This design comes from an exercise in tuning for small area and a short achievable clock period on the open sky130 flow, not from production work. Only simulation tests tie the RTL to the original design; equivalence was not proved. No activity file was given, so power comes from the tool's default toggle rates.

==> flow/design.v (excerpt) <==
module sd_sector_buffer #(
   parameter int unsigned SECTOR_BYTES   = sd_sector_buffer_pkg::SD_SECTOR_BYTES,
   parameter int unsigned IDX_W          = 9
) (
   input  logic             clk,
   input  logic             reset_n,
   input  logic             cmd_read,
   input  logic [31:0]      cmd_addr,
   input  logic             sd_ready,
   input  logic             sd_byte_available,
   input  logic [7:0]       sd_dout,
   output logic             sd_rd,
   output logic [31:0]      sd_address,
   input  logic [IDX_W-1:0] rd_index,
   output logic [7:0]       rd_data,
   output logic             sector_valid,
   output logic             busy,
   output logic             error
);
For scale: roughly 13,000 cells after synthesis, ~4,200 flip-flops, roughly 130,000 µm² of cells after synthesis.
==> module ssb_byte_ram, before the edit <==
module ssb_byte_ram #(
   parameter int unsigned DEPTH = 512,
   parameter int unsigned AW    = 9
) (
   input  logic          i_clk,
   input  logic          i_rst_n,
   input  logic          i_we,        
   input  logic          i_shift,     
   input  logic          i_hold,      
   input  logic [7:0]    i_wdata,
   input  logic [AW-1:0] i_raddr,
   output logic [7:0]    o_rdata
);
   logic [7:0]         r_new;                   
   logic               r_ph;                    
   logic [8*DEPTH-9:0] r_mem;                   
   logic [8*DEPTH-1:0] w_slot;                  
   always_ff @(posedge i_clk) begin
      if (i_we) r_new <= i_wdata;
   end
   always_ff @(posedge i_clk or negedge i_rst_n) begin
      if (!i_rst_n) r_ph <= 1'b0;
      else          r_ph <= ~r_ph;
   end
   assign w_slot = {r_new ^ {8{r_ph}}, r_mem};
   for (genvar i = 0; i < 8*(DEPTH-1); i++) begin : g_sr
      logic w_d;
      ssb_oai22 u_d (.a0(w_slot[i+8]), .s0_n(i_hold), .a1(r_mem[i]), .s1_n(i_shift), .y(w_d));
      always_ff @(posedge i_clk) r_mem[i] <= w_d;
   end
   logic [DEPTH-1:0] w_sel_n;
   always_comb begin
      for (int i = 0; i < DEPTH; i++) w_sel_n[i] = (i_raddr != AW'(i));
   end
   logic [15:0] w_half;                         
   logic [15:0] r_half;
   for (genvar b = 0; b < 8; b++) begin : g_bit
      logic [255:0] w_l1;                       
      logic [127:0] w_l2;                       
      logic [31:0]  w_l3;                       
      logic [15:0]  w_l4;                       
      logic [7:0]   w_l5;                       
      logic [3:0]   w_l6;                       
      logic [1:0]   w_l7;                       
      for (genvar k = 0; k < 256; k++) begin : g_l1
         ssb_oai22 u_g (.a0(w_slot[8*(2*k) + b]),   .s0_n(w_sel_n[2*k]),
                        .a1(w_slot[8*(2*k+1) + b]), .s1_n(w_sel_n[2*k+1]), .y(w_l1[k]));
      end
      for (genvar k = 0; k < 128; k++) begin : g_l2
         ssb_nor2 u_g (.a(w_l1[2*k +: 2]), .y(w_l2[k]));
      end
      for (genvar k = 0; k < 32; k++) begin : g_l3
         ssb_nand4 u_g (.a(w_l2[4*k +: 4]), .y(w_l3[k]));
      end
      for (genvar k = 0; k < 16; k++) begin : g_l4
         ssb_nor2 u_g (.a(w_l3[2*k +: 2]), .y(w_l4[k]));
      end
      for (genvar k = 0; k < 8; k++) begin : g_l5
         ssb_nand2 u_g (.a(w_l4[2*k +: 2]), .y(w_l5[k]));
      end
      for (genvar k = 0; k < 4; k++) begin : g_l6
         ssb_nor2 u_g (.a(w_l5[2*k +: 2]), .y(w_l6[k]));
      end
      for (genvar k = 0; k < 2; k++) begin : g_l7
         ssb_nand2 u_g (.a(w_l6[2*k +: 2]), .y(w_l7[k]));
      end
      assign w_half[2*b +: 2] = w_l7;
   end
   always_ff @(posedge i_clk or negedge i_rst_n) begin
      if (!i_rst_n) r_half <= '0;
      else          r_half <= w_half;
   end
   for (genvar b = 0; b < 8; b++) begin : g_out
      assign o_rdata[b] = (r_half[2*b] | r_half[2*b+1]) ^ r_ph;
   end
endmodule
clock: 4.0 ns
lec_check: 0
cap_margin: 20
core_margin: 2
core_utilization: 52
cts_cluster_diameter: 90
cts_cluster_size: 26
setup_slack_margin: 1.6
slew_margin: 20
synth_hierarchical: 1
run.sh (not shown) runs the stock make flow with config.mk's settings and CLKGATE_MAP_FILE= SYNTH_SCRIPT=/design/flow/synth_recipe.tcl, a recipe that flattens the netlist after the stock synthesis.
The baseline completed with no timing, DRC or antenna violations.
Edit:
--- a/flow/design.v
+++ b/flow/design.v
@@ -43,6 +43,5 @@
       for (int i = 0; i < DEPTH; i++) w_sel_n[i] = (i_raddr != AW'(i));
    end
-   logic [15:0] w_half;                         
-   logic [15:0] r_half;
+   logic [7:0] w_rd;                            
    for (genvar b = 0; b < 8; b++) begin : g_bit
       logic [255:0] w_l1;                       
@@ -75,13 +74,12 @@
          ssb_nand2 u_g (.a(w_l6[2*k +: 2]), .y(w_l7[k]));
       end
-      assign w_half[2*b +: 2] = w_l7;
-   end
+      ssb_nor2 u_l8 (.a(w_l7), .y(w_rd[b]));
+   end
+   logic [7:0] r_rd;
    always_ff @(posedge i_clk or negedge i_rst_n) begin
-      if (!i_rst_n) r_half <= '0;
-      else          r_half <= w_half;
-   end
-   for (genvar b = 0; b < 8; b++) begin : g_out
-      assign o_rdata[b] = (r_half[2*b] | r_half[2*b+1]) ^ r_ph;
-   end
+      if (!i_rst_n) r_rd <= '1;
+      else          r_rd <= w_rd;
+   end
+   assign o_rdata = ~(r_rd ^ {8{r_ph}});
 endmodule
 module ssb_oai22 (
Critical path depth increases by 1.
Register-to-register slack degrades by 0.06 ns.
Routed wire length decreases by a few percent.
Total power decreases slightly.
Cell count stays flat.
Maximum frequency decreases slightly.
Clock-buffer cell count decreases by 12.
Via count decreases slightly.

[what the ideal ports hide]
How much do the figures lean on ideal ports? The routed layouts below were timed once more, with nothing changed but the port constraints.
Step 1 assumes that a clkbuf_16 drives the clock port and a buf_2 every other input.
Step 2, shift: input delay + t, output delay - t, t = (earliest + latest rising clock arrival at the registers) / 2. This alone moves slack from input paths to output paths.
a / b / c = ideal / step 1 / step 2; a / b = the first two.
| run | shift t [ns] | setup WS [ns] | worst slew at a driven data input, ns |
|---|---|---|---|
| the first run | 0.946 | 1.142 / 1.044 / 0.511 | 0.12 |
| the second run | 0.946 | 1.091 / 0.999 / 0.444 | 0.09 |
After both steps setup and hold are still met in every run listed. The setup slack of the second run, which loses most, moves by -0.092 ns with the drivers and by -0.647 ns with both steps.
